Source: an optimization exercise on an open RTL-to-GDS flow (aim: small area, a short achievable clock period and few clock cycles per item). Production flows keep margins and buffers that such runs may drop.
Where RTL was checked, it was by simulation tests only, not by an equivalence proof against the original.

==> inputs of run Z <==
// lru_key_value_cache_unit
module lru_key_value_cache_unit (
  input  logic                            clk,
  input  logic                            rst,
  input  logic                            req_valid,
  output logic                            req_ready,
  input  logic                            req_op,
  input  logic [lkvc_pkg::LOOKUP_KEY_W-1:0] req_lookup_key,
  input  logic [lkvc_pkg::VALUE_W-1:0]    req_store_value,
  output logic                            rsp_valid,
  input  logic                            rsp_ready,
  output logic                            rsp_found,
  output logic [lkvc_pkg::VALUE_W-1:0]    rsp_read_value,
  input  logic                            psel,
  input  logic                            penable,
  input  logic                            pwrite,
  input  logic [lkvc_pkg::PADDR_W-1:0]    paddr,
  input  logic [lkvc_pkg::PDATA_W-1:0]    pwdata,
  output logic [lkvc_pkg::PDATA_W-1:0]    prdata,
  output logic                            pready
);
  logic [lkvc_pkg::CAP_W-1:0]        capacity;
  logic                              process;
  logic                              q_op;
  logic [lkvc_pkg::LOOKUP_KEY_W-1:0] q_key;
  logic [lkvc_pkg::VALUE_W-1:0]      q_value;
  logic                              res_found;
  logic [lkvc_pkg::VALUE_W-1:0]      mru_value;
  always_ff @(posedge clk) begin
    if (rst) begin
      capacity <= lkvc_pkg::CAPACITY_RESET;
    end else if (psel && penable && pwrite && paddr[2] == lkvc_pkg::REG_CAPACITY) begin
      capacity <= pwdata[lkvc_pkg::CAP_W-1:0];
    end
  end
  assign pready = 1'b1;
  assign prdata = (paddr[2] == lkvc_pkg::REG_CAPACITY) ? lkvc_pkg::PDATA_W'(capacity) : '0;
  assign rsp_read_value = rsp_found ? mru_value : '0;
  lkvc_ctrl u_ctrl (
    .clk            (clk),
    .rst            (rst),
    .req_valid      (req_valid),
    .req_ready      (req_ready),
  ...
==> module lkvc_datapath, before the edit <==
module lkvc_datapath #(
  parameter int ENTRIES = lkvc_pkg::DEF_ENTRIES
) (
  input  logic                              clk,
  input  logic                              rst,
  input  logic                              process,
  input  logic [lkvc_pkg::CAP_W-1:0]        capacity,
  input  logic                              op,
  input  logic [lkvc_pkg::LOOKUP_KEY_W-1:0] key,
  input  logic [lkvc_pkg::VALUE_W-1:0]      value,
  output logic                              res_found,
  output logic [lkvc_pkg::VALUE_W-1:0]      mru_value
);
  localparam int KW = lkvc_pkg::LOOKUP_KEY_W;
  localparam int VW = lkvc_pkg::VALUE_W;
  logic [KW-1:0]      key_mem [ENTRIES];
  logic [VW-1:0]      val_mem [ENTRIES];
  logic [ENTRIES-1:0] valid;           
  logic [ENTRIES-1:0] match;
  logic [ENTRIES-1:0] behind;          
  logic [ENTRIES-1:0] cap_pos;         
  logic [ENTRIES-1:0] fill_shift;      
  logic [ENTRIES-1:0] shift;
  logic               hit;
  logic               full;
  logic               is_set;
  logic               ins;
  logic [VW-1:0]      hit_value;
  assign is_set = (op == lkvc_pkg::OP_SET);
  always_comb begin
    hit_value = '0;
    for (int i = 0; i < ENTRIES; i++) begin
      match[i]  = valid[i] && (key_mem[i] == key);
      hit_value = hit_value | ({VW{match[i]}} & val_mem[i]);
    end
  end
  assign hit = |match;
  always_comb begin
    behind[ENTRIES-1] = match[ENTRIES-1];
    for (int i = ENTRIES - 2; i >= 0; i--) begin
      behind[i] = behind[i+1] | match[i];
    end
  end
  always_comb begin
    for (int i = 0; i < ENTRIES; i++) begin
      cap_pos[i] = (capacity == lkvc_pkg::CAP_W'(i + 1)) ||
                   (i == 0 && capacity == '0) ||
                   (i == ENTRIES - 1 && capacity > lkvc_pkg::CAP_W'(ENTRIES));
    end
  end
  assign full = |(valid & cap_pos);
  assign ins  = is_set && !full;
  always_comb begin
    fill_shift[0] = 1'b1;
    for (int i = 1; i < ENTRIES; i++) begin
      fill_shift[i] = full ? valid[i] : valid[i-1];
    end
  end
  assign shift = hit ? behind : ({ENTRIES{is_set}} & fill_shift);
  always_ff @(posedge clk) begin
    if (process && shift[0]) begin
      key_mem[0] <= key;
      val_mem[0] <= is_set ? value : hit_value;
    end
    for (int i = 1; i < ENTRIES; i++) begin
      if (process && shift[i]) begin
        key_mem[i] <= key_mem[i-1];
        val_mem[i] <= val_mem[i-1];
      end
    end
  end
  always_ff @(posedge clk) begin
    if (rst) begin
      valid <= '0;
    end else if (process && !hit && ins) begin
      valid <= {valid[ENTRIES-2:0], 1'b1};
    end
  end
  assign res_found = hit && !is_set;
  assign mru_value = val_mem[0];
endmodule
==> module lru_key_value_cache_unit, before the edit <==
module lru_key_value_cache_unit (
  input  logic                            clk,
  input  logic                            rst,
  input  logic                            req_valid,
  output logic                            req_ready,
  input  logic                            req_op,
  input  logic [lkvc_pkg::LOOKUP_KEY_W-1:0] req_lookup_key,
  input  logic [lkvc_pkg::VALUE_W-1:0]    req_store_value,
  output logic                            rsp_valid,
  input  logic                            rsp_ready,
  output logic                            rsp_found,
  output logic [lkvc_pkg::VALUE_W-1:0]    rsp_read_value,
  input  logic                            psel,
  input  logic                            penable,
  input  logic                            pwrite,
  input  logic [lkvc_pkg::PADDR_W-1:0]    paddr,
  input  logic [lkvc_pkg::PDATA_W-1:0]    pwdata,
  output logic [lkvc_pkg::PDATA_W-1:0]    prdata,
  output logic                            pready
);
  logic [lkvc_pkg::CAP_W-1:0]        capacity;
  logic                              process;
  logic                              q_op;
  logic [lkvc_pkg::LOOKUP_KEY_W-1:0] q_key;
  logic [lkvc_pkg::VALUE_W-1:0]      q_value;
  logic                              res_found;
  logic [lkvc_pkg::VALUE_W-1:0]      mru_value;
  always_ff @(posedge clk) begin
    if (rst) begin
      capacity <= lkvc_pkg::CAPACITY_RESET;
    end else if (psel && penable && pwrite && paddr[2] == lkvc_pkg::REG_CAPACITY) begin
      capacity <= pwdata[lkvc_pkg::CAP_W-1:0];
    end
  end
  assign pready = 1'b1;
  assign prdata = (paddr[2] == lkvc_pkg::REG_CAPACITY) ? lkvc_pkg::PDATA_W'(capacity) : '0;
  assign rsp_read_value = rsp_found ? mru_value : '0;
  lkvc_ctrl u_ctrl (
    .clk            (clk),
    .rst            (rst),
    .req_valid      (req_valid),
    .req_ready      (req_ready),
    .op             (req_op),
    .lookup_key     (req_lookup_key),
    .store_value    (req_store_value),
    .process        (process),
    .q_op           (q_op),
    .q_key          (q_key),
    .q_value        (q_value),
    .res_found      (res_found),
    .rsp_ready      (rsp_ready),
    .rsp_valid      (rsp_valid),
    .rsp_found      (rsp_found)
  );
  lkvc_datapath u_datapath (
    .clk       (clk),
    .rst       (rst),
    .process   (process),
    .capacity  (capacity),
    .op        (q_op),
    .key       (q_key),
    .value     (q_value),
    .res_found (res_found),
    .mru_value (mru_value)
  );
endmodule
export LEC_CHECK = 0
export CAP_MARGIN = 20
export CORE_MARGIN = 2
export CORE_UTILIZATION = 45
export PLACE_DENSITY = 0.6
export SETUP_SLACK_MARGIN = 3.2
export SLEW_MARGIN = 20
create_clock -name core_clock -period 6.0 [get_ports {clk}]
run.sh (not shown) runs the stock make flow with config.mk's settings and CLKGATE_MAP_FILE= SYNTH_SCRIPT=/design/flow/synth_recipe.tcl, a recipe that flattens the netlist after the stock synthesis.
==> inputs of run G, as changes to run Z <==
==> flow/design.v (replaced) <==
package lkvc_pkg;
  localparam int LOOKUP_KEY_W = 16;
  localparam int VALUE_W      = 32;
  localparam int CAP_W        = 5;
  localparam int DEF_ENTRIES  = 16;
  localparam int PADDR_W      = 3;
  localparam int PDATA_W      = 32;
  localparam logic REG_CAPACITY = 1'b0;
  localparam logic [CAP_W-1:0] CAPACITY_RESET = CAP_W'(16);
  localparam logic OP_GET = 1'b0;
  localparam logic OP_SET = 1'b1;
endpackage
module lkvc_ctrl (
  input  logic                            clk,
  input  logic                            rst,
  input  logic                            req_valid,
  output logic                            req_ready,
  input  logic                            op,
  input  logic [lkvc_pkg::LOOKUP_KEY_W-1:0] lookup_key,
  input  logic [lkvc_pkg::VALUE_W-1:0]    store_value,
  output logic                            busy,
  output logic                            process,
  output logic                            q_op,
  output logic [lkvc_pkg::LOOKUP_KEY_W-1:0] q_key,
  output logic [lkvc_pkg::VALUE_W-1:0]    q_value,
  input  logic                            res_found,
  input  logic                            rsp_ready,
  output logic                            rsp_valid,
  output logic                            rsp_found,
  output logic                            rsp_hit_valid   
);
  logic q_valid;
  logic out_free;
  assign busy      = q_valid;
  logic held;       
  assign out_free  = !rsp_valid || rsp_ready;
  assign process   = q_valid && out_free;
  assign req_ready = !held || rsp_ready;
  always_ff @(posedge clk) begin
    if (rst) begin
      q_valid <= 1'b0;
    end else if (req_ready) begin
      q_valid <= req_valid;
    end
  end
  always_ff @(posedge clk) begin
    if (req_ready) begin
      q_op    <= op;
      q_key   <= lookup_key;
      q_value <= store_value;
    end
  end
  always_ff @(posedge clk) begin
    if (rst) begin
      rsp_valid <= 1'b0;
    end else if (process) begin
      rsp_valid <= 1'b1;
    end else if (rsp_ready) begin
      rsp_valid <= 1'b0;
    end
  end
  always_ff @(posedge clk) begin
    if (rst) begin
      held <= 1'b0;
    end else if (req_ready) begin
      held <= req_valid && (process || (rsp_valid && !rsp_ready));
    end else begin
      held <= 1'b1;
    end
  end
  always_ff @(posedge clk) begin
    if (process) begin
      rsp_found <= res_found;
    end
  end
  always_ff @(posedge clk) begin
    if (rst) begin
      rsp_hit_valid <= 1'b0;
    end else if (process) begin
      rsp_hit_valid <= res_found;
    end else if (rsp_ready) begin
      rsp_hit_valid <= 1'b0;
    end
  end
endmodule
module lkvc_datapath #(
  parameter int ENTRIES = lkvc_pkg::DEF_ENTRIES
) (
  input  logic                              clk,
  input  logic                              rst,
  input  logic                              capture,     
  input  logic [lkvc_pkg::LOOKUP_KEY_W-1:0] in_key,      
  input  logic                              busy,        
  input  logic                              process,     
  input  logic [lkvc_pkg::CAP_W-1:0]        next_capacity,  
  input  logic                              op,
  input  logic [lkvc_pkg::LOOKUP_KEY_W-1:0] key,
  input  logic [lkvc_pkg::VALUE_W-1:0]      value,
  output logic                              res_found,
  output logic [lkvc_pkg::VALUE_W-1:0]      mru_value
);
  localparam int KW = lkvc_pkg::LOOKUP_KEY_W;
  localparam int VW = lkvc_pkg::VALUE_W;
  logic [KW-1:0]      key_mem [ENTRIES];
  logic [VW-1:0]      val_mem [ENTRIES];
  logic [ENTRIES-1:0] valid;           
  logic [ENTRIES-1:0] match;           
  logic [ENTRIES-1:0] in_match;        
  logic [ENTRIES-1:0] next_match;      
  logic               in_fwd;          
  logic [ENTRIES-1:0] behind;          
  logic [ENTRIES-1:0] next_behind;
  logic [ENTRIES-1:0] cap_pos;         
  logic [ENTRIES-1:0] fill_shift;      
  logic [ENTRIES-1:0] shift;
  logic [ENTRIES-1:0] upd;             
  logic [ENTRIES-1:0] upd_fwd;         
  logic [ENTRIES-1:0] next_valid;
  logic               ins;
  logic               hit;
  logic               full;            
  logic               is_set;
  logic [VW-1:0]      hit_value;
  assign is_set = (op == lkvc_pkg::OP_SET);
  always_comb begin
    for (int i = 0; i < ENTRIES; i++) begin
      in_match[i] = valid[i] && (key_mem[i] == in_key);
    end
  end
  assign in_fwd = (key == in_key);
  always_comb begin
    next_match[0] = upd_fwd[0] ? in_fwd : in_match[0];
    for (int i = 1; i < ENTRIES; i++) begin
      next_match[i] = upd_fwd[i] ? in_match[i-1] : in_match[i];
    end
  end
  always_comb begin
    next_behind[ENTRIES-1] = next_match[ENTRIES-1];
    for (int i = ENTRIES - 2; i >= 0; i--) begin
      next_behind[i] = next_behind[i+1] | next_match[i];
    end
  end
  always_ff @(posedge clk) begin
    if (capture) begin
      behind <= next_behind;
    end
  end
  assign match = behind & ~{1'b0, behind[ENTRIES-1:1]};
  always_comb begin
    hit_value = '0;
    for (int i = 0; i < ENTRIES; i++) begin
      hit_value = hit_value | ({VW{match[i]}} & val_mem[i]);
    end
  end
  assign hit = behind[0];
  always_comb begin
    for (int i = 0; i < ENTRIES; i++) begin
      cap_pos[i] = (next_capacity == lkvc_pkg::CAP_W'(i + 1)) ||
                   (i == 0 && next_capacity == '0) ||
                   (i == ENTRIES - 1 && next_capacity > lkvc_pkg::CAP_W'(ENTRIES));
    end
  end
  always_ff @(posedge clk) begin
    if (rst) begin
      full <= 1'b0;
    end else begin
      full <= |(next_valid & cap_pos);
    end
  end
  always_comb begin
    fill_shift[0] = 1'b1;
    for (int i = 1; i < ENTRIES; i++) begin
      fill_shift[i] = full ? valid[i] : valid[i-1];
    end
  end
  assign shift = hit ? behind : ({ENTRIES{is_set}} & fill_shift);
  assign upd     = {ENTRIES{process}} & shift;
  assign upd_fwd = {ENTRIES{busy}} & shift;
  always_ff @(posedge clk) begin
    if (upd[0]) begin
      key_mem[0] <= key;
      val_mem[0] <= is_set ? value : hit_value;
    end
    for (int i = 1; i < ENTRIES; i++) begin
      if (upd[i]) begin
        key_mem[i] <= key_mem[i-1];
        val_mem[i] <= val_mem[i-1];
      end
    end
  end
  always_ff @(posedge clk) begin
    if (rst) begin
      valid <= '0;
    end else begin
      valid <= next_valid;
    end
  end
  assign ins        = process && !hit && is_set && !full;
  assign next_valid = ins ? {valid[ENTRIES-2:0], 1'b1} : valid;
  assign res_found = hit && !is_set;
  assign mru_value = val_mem[0];
endmodule
module lru_key_value_cache_unit (
  input  logic                            clk,
  input  logic                            rst,
  input  logic                            req_valid,
  output logic                            req_ready,
  input  logic                            req_op,
  input  logic [lkvc_pkg::LOOKUP_KEY_W-1:0] req_lookup_key,
  input  logic [lkvc_pkg::VALUE_W-1:0]    req_store_value,
  output logic                            rsp_valid,
  input  logic                            rsp_ready,
  output logic                            rsp_found,
  output logic [lkvc_pkg::VALUE_W-1:0]    rsp_read_value,
  input  logic                            psel,
  input  logic                            penable,
  input  logic                            pwrite,
  input  logic [lkvc_pkg::PADDR_W-1:0]    paddr,
  input  logic [lkvc_pkg::PDATA_W-1:0]    pwdata,
  output logic [lkvc_pkg::PDATA_W-1:0]    prdata,
  output logic                            pready
);
  logic [lkvc_pkg::CAP_W-1:0]        capacity;
  logic [lkvc_pkg::CAP_W-1:0]        next_capacity;
  logic                              cap_write;
  logic                              busy;
  logic                              process;
  logic                              q_op;
  logic [lkvc_pkg::LOOKUP_KEY_W-1:0] q_key;
  logic [lkvc_pkg::VALUE_W-1:0]      q_value;
  logic                              res_found;
  logic [lkvc_pkg::VALUE_W-1:0]      mru_value;
  assign cap_write     = psel && penable && pwrite && paddr[2] == lkvc_pkg::REG_CAPACITY;
  assign next_capacity = cap_write ? pwdata[lkvc_pkg::CAP_W-1:0] : capacity;
  always_ff @(posedge clk) begin
    if (rst) begin
      capacity <= lkvc_pkg::CAPACITY_RESET;
    end else begin
      capacity <= next_capacity;
    end
  end
  assign pready = 1'b1;
  assign prdata = (paddr[2] == lkvc_pkg::REG_CAPACITY) ? lkvc_pkg::PDATA_W'(capacity) : '0;
  logic rsp_hit_valid;
  localparam int HALF_W = lkvc_pkg::VALUE_W / 2;
  assign rsp_read_value[HALF_W-1:0] = rsp_found ? mru_value[HALF_W-1:0] : '0;
  assign rsp_read_value[lkvc_pkg::VALUE_W-1:HALF_W] =
      rsp_hit_valid ? mru_value[lkvc_pkg::VALUE_W-1:HALF_W] : '0;
  lkvc_ctrl u_ctrl (
    .clk            (clk),
    .rst            (rst),
    .req_valid      (req_valid),
    .req_ready      (req_ready),
    .op             (req_op),
    .lookup_key     (req_lookup_key),
    .store_value    (req_store_value),
    .busy           (busy),
    .process        (process),
    .q_op           (q_op),
    .q_key          (q_key),
    .q_value        (q_value),
    .res_found      (res_found),
    .rsp_ready      (rsp_ready),
    .rsp_valid      (rsp_valid),
    .rsp_found      (rsp_found),
    .rsp_hit_valid  (rsp_hit_valid)
  );
  lkvc_datapath u_datapath (
    .clk       (clk),
    .rst       (rst),
    .capture   (req_ready),
    .in_key    (req_lookup_key),
    .busy      (busy),
    .process   (process),
    .next_capacity (next_capacity),
    .op        (q_op),
    .key       (q_key),
    .value     (q_value),
    .res_found (res_found),
    .mru_value (mru_value)
  );
endmodule
==> flow/flow/run.sh (new file) <==
#!/bin/bash
# Standard layout, with the clock tree built without dummy loads on its leaf buffers, and the
# port buffers started at the smallest buffer (repair sizes them up where timing needs it).
set -euo pipefail
export CTS_ARGS="-sink_clustering_enable -repair_clock_nets -sink_clustering_size 16 -sink_clustering_max_diameter 50 -buf_list sky130_fd_sc_hd__clkbuf_8 -dont_use_dummy_load"
export BUFFER_PORTS_ARGS="-buffer_cell sky130_fd_sc_hd__buf_1"
bash standard.sh > standard_make.log 2>&1
==> flow/standard.sh (new file) <==
#!/bin/bash
# synth_recipe.tcl (not shown) runs the flow's synth.tcl, then flattens the netlist and writes it again
# the make line also repeats each setting of config.mk as NAME=value (left out here)
make -C /OpenROAD-flow-scripts/flow DESIGN_CONFIG=/design/flow/config.mk WORK_HOME=/design/flow/orfs CLKGATE_MAP_FILE= SYNTH_SCRIPT=/design/flow/synth_recipe.tcl "${@:-finish}"
CAP_MARGIN = 5   (was 20)
CORE_UTILIZATION = 60   (was 45)
CTS_BUF_LIST = sky130_fd_sc_hd__clkbuf_8   (was not set)
CTS_CLUSTER_DIAMETER = 50   (was not set)
CTS_CLUSTER_SIZE = 16   (was not set)
PLACE_DENSITY = 0.72   (was 0.6)
SETUP_SLACK_MARGIN = 3.1   (was 3.2)
SLEW_MARGIN = 5   (was 20)
removed: flow/run.sh
==> inputs of run P, as changes to run Z <==
--- a/flow/design.v
+++ b/flow/design.v
@@ -62,84 +62,107 @@
   end
 endmodule
 module lkvc_datapath #(
   parameter int ENTRIES = lkvc_pkg::DEF_ENTRIES
 ) (
   input  logic                              clk,
   input  logic                              rst,
-  input  logic                              process,
+  input  logic                              capture,     
+  input  logic [lkvc_pkg::LOOKUP_KEY_W-1:0] in_key,      
+  input  logic                              process,     
   input  logic [lkvc_pkg::CAP_W-1:0]        capacity,
   input  logic                              op,
   input  logic [lkvc_pkg::LOOKUP_KEY_W-1:0] key,
   input  logic [lkvc_pkg::VALUE_W-1:0]      value,
   output logic                              res_found,
   output logic [lkvc_pkg::VALUE_W-1:0]      mru_value
 );
   localparam int KW = lkvc_pkg::LOOKUP_KEY_W;
   localparam int VW = lkvc_pkg::VALUE_W;
   logic [KW-1:0]      key_mem [ENTRIES];
   logic [VW-1:0]      val_mem [ENTRIES];
   logic [ENTRIES-1:0] valid;           
-  logic [ENTRIES-1:0] match;
+  logic [ENTRIES-1:0] match;           
+  logic [ENTRIES-1:0] in_match;        
+  logic [ENTRIES-1:0] next_match;      
+  logic               in_fwd;          
   logic [ENTRIES-1:0] behind;          
+  logic [ENTRIES-1:0] next_behind;
   logic [ENTRIES-1:0] cap_pos;         
   logic [ENTRIES-1:0] fill_shift;      
   logic [ENTRIES-1:0] shift;
+  logic [ENTRIES-1:0] upd;
   logic               hit;
   logic               full;
   logic               is_set;
-  logic               ins;
   logic [VW-1:0]      hit_value;
   assign is_set = (op == lkvc_pkg::OP_SET);
   always_comb begin
+    for (int i = 0; i < ENTRIES; i++) begin
+      in_match[i] = valid[i] && (key_mem[i] == in_key);
+    end
+  end
+  assign in_fwd = (key == in_key);
+  always_comb begin
+    next_match[0] = upd[0] ? in_fwd : in_match[0];
+    for (int i = 1; i < ENTRIES; i++) begin
+      next_match[i] = upd[i] ? in_match[i-1] : in_match[i];
+    end
+  end
+  always_comb begin
+    next_behind[ENTRIES-1] = next_match[ENTRIES-1];
+    for (int i = ENTRIES - 2; i >= 0; i--) begin
+      next_behind[i] = next_behind[i+1] | next_match[i];
+    end
+  end
+  always_ff @(posedge clk) begin
+    if (capture) begin
+      behind <= next_behind;
+    end
+  end
+  assign match = behind & ~{1'b0, behind[ENTRIES-1:1]};
+  always_comb begin
     hit_value = '0;
     for (int i = 0; i < ENTRIES; i++) begin
-      match[i]  = valid[i] && (key_mem[i] == key);
       hit_value = hit_value | ({VW{match[i]}} & val_mem[i]);
     end
   end
-  assign hit = |match;
-  always_comb begin
-    behind[ENTRIES-1] = match[ENTRIES-1];
-    for (int i = ENTRIES - 2; i >= 0; i--) begin
-      behind[i] = behind[i+1] | match[i];
-    end
-  end
+  assign hit = behind[0];
   always_comb begin
     for (int i = 0; i < ENTRIES; i++) begin
       cap_pos[i] = (capacity == lkvc_pkg::CAP_W'(i + 1)) ||
                    (i == 0 && capacity == '0) ||
                    (i == ENTRIES - 1 && capacity > lkvc_pkg::CAP_W'(ENTRIES));
     end
   end
   assign full = |(valid & cap_pos);
-  assign ins  = is_set && !full;
   always_comb begin
     fill_shift[0] = 1'b1;
     for (int i = 1; i < ENTRIES; i++) begin
       fill_shift[i] = full ? valid[i] : valid[i-1];
     end
   end
   assign shift = hit ? behind : ({ENTRIES{is_set}} & fill_shift);
-  always_ff @(posedge clk) begin
-    if (process && shift[0]) begin
+  assign upd   = {ENTRIES{process}} & shift;
+  always_ff @(posedge clk) begin
+    if (upd[0]) begin
       key_mem[0] <= key;
       val_mem[0] <= is_set ? value : hit_value;
     end
     for (int i = 1; i < ENTRIES; i++) begin
-      if (process && shift[i]) begin
+      if (upd[i]) begin
         key_mem[i] <= key_mem[i-1];
         val_mem[i] <= val_mem[i-1];
       end
     end
   end
   always_ff @(posedge clk) begin
     if (rst) begin
       valid <= '0;
-    end else if (process && !hit && ins) begin
+    end else if (process && !hit && is_set && !full) begin
       valid <= {valid[ENTRIES-2:0], 1'b1};
     end
   end
   assign res_found = hit && !is_set;
   assign mru_value = val_mem[0];
 endmodule
 module lru_key_value_cache_unit (
@@ -195,14 +218,16 @@
     .rsp_ready      (rsp_ready),
     .rsp_valid      (rsp_valid),
     .rsp_found      (rsp_found)
   );
   lkvc_datapath u_datapath (
     .clk       (clk),
     .rst       (rst),
+    .capture   (req_ready),
+    .in_key    (req_lookup_key),
     .process   (process),
     .capacity  (capacity),
     .op        (q_op),
     .key       (q_key),
     .value     (q_value),
     .res_found (res_found),
     .mru_value (mru_value)
SETUP_SLACK_MARGIN = 3.4   (was 3.2)
==> flow_summary.toml <==
[power_and_ir_drop]
sw_frac_of_total_pct = 20.9
power_sequential_uw = 6430

[final_layout]
nNonClkInverters = 5
area_growth_pct = 35.3
clock_area_share_pct = 6.21

[die]
start_util_pct = 45.2
core.rowCount = 99

[clock_tree]
root_buffer = "clkbuf_16"
clock-sinks = 841
clkLatencyLatePin_ns = 0.66

[sta]
setup_slack_ns = 2.50

[worst_setup_path]
cp_common_cell = "buf_12"
crit_cells = 13
critPathCapture = "u_datapath.val_mem[7][26]"
cp.buffers_inverters = 5
ff2ff_path_depth = 13

[outcome]
status = "no timing/DRC/antenna violations"

[worst_hold_path]
hold_path_startpoint = "u_datapath.val_mem[14][29]"

[drt]
vias = 21380

[placement]
pre_cts_slack_ns = 1.47
Source of the figures above: run Z

==> flow_summary.toml <==
[outcome]
status = "no timing/DRC/antenna violations"

[power_and_ir_drop]
power_sequential_uw = 6560
sw_frac_of_total_pct = 21.8

[worst_setup_path]
cp.buffers_inverters = 4
ff2ff_path_depth = 11
crit_cells = 11

[clock_tree]
root_buffer = "clkbuf_16"
clkLatencyLatePin_ns = 0.66
clock-sinks = 857

[drt]
vias = 21322
wl_mm = 109

[final_layout]
multiInputGateArea_mm2 = 0.00821
clock_area_share_pct = 6.30
area_growth_pct = 29.4

[placement]
pre_cts_slack_ns = 1.30

[sta]
setup_slack_ns = 2.54

[die]
start_util_pct = 45.3
Source of the figures above: run P

==> flow_summary.toml <==
[outcome]
status = "no timing/DRC/antenna violations"

[final_layout]
area_growth_pct = 8.83
nNonClkInverters = 44

[die]
core.rowCount = 87
start_util_pct = 60.4

[worst_setup_path]
ff2ff_path_depth = 9
critPathCapture = "u_datapath.behind[2]"

[worst_hold_path]
hold_path_startpoint = "u_ctrl.q_key[10]"

[clock_tree]
clock-sinks = 860
clkLatencyLatePin_ns = 0.69
root_buffer = "clkbuf_8"

[sta]
setup_slack_ns = 3.07

[placement]
pre_cts_slack_ns = 1.83

[drt]
vias = 20082

[power_and_ir_drop]
sw_frac_of_total_pct = 21.5
Source of the figures above: run G

Testbench counts of run G, summed over its fixed seeds: cycles 9,616, items 9,600.
Testbench counts of run P, summed over its fixed seeds: cycles 9,616, items 9,600.
For run Z, only the layout was checked, not whether the RTL still works.

-- port drivers added, routing unchanged --
The results above use ideal ports. As a check the final layouts listed here were re-extracted and re-timed, cells and wires unchanged. Step 1: set_driving_cell puts a clkbuf_16 on clk and a buf_2 on each other input, an assumption about the parent block. Step 2 also shifts input and output timing later by t, the mid clock arrival at the registers, as if the neighbouring blocks saw the same clock. Slacks: ideal ports / drivers / drivers and shift; pairs: ideal ports / drivers.
| run | shift t [ns] | setup slack, ns | hold slack, ns | latest minus earliest clock arrival (ns) |
|---|---|---|---|---|
| run Z | 0.714 | 2.501 / 2.501 / 2.232 | 0.443 / 0.443 / 0.443 | 0.037 / 0.037 |
| run G | 0.703 | 3.065 / 3.035 / 2.396 | 0.404 / 0.404 / 0.404 | 0.094 / 0.094 |
| run P | 0.716 | 2.543 / 2.553 / 1.871 | 0.439 / 0.439 / 0.439 | 0.031 / 0.031 |
After both steps setup and hold are still met in every run listed. The setup slack of run P, which loses most, moves by +0.010 ns with the drivers and by -0.672 ns with both steps.
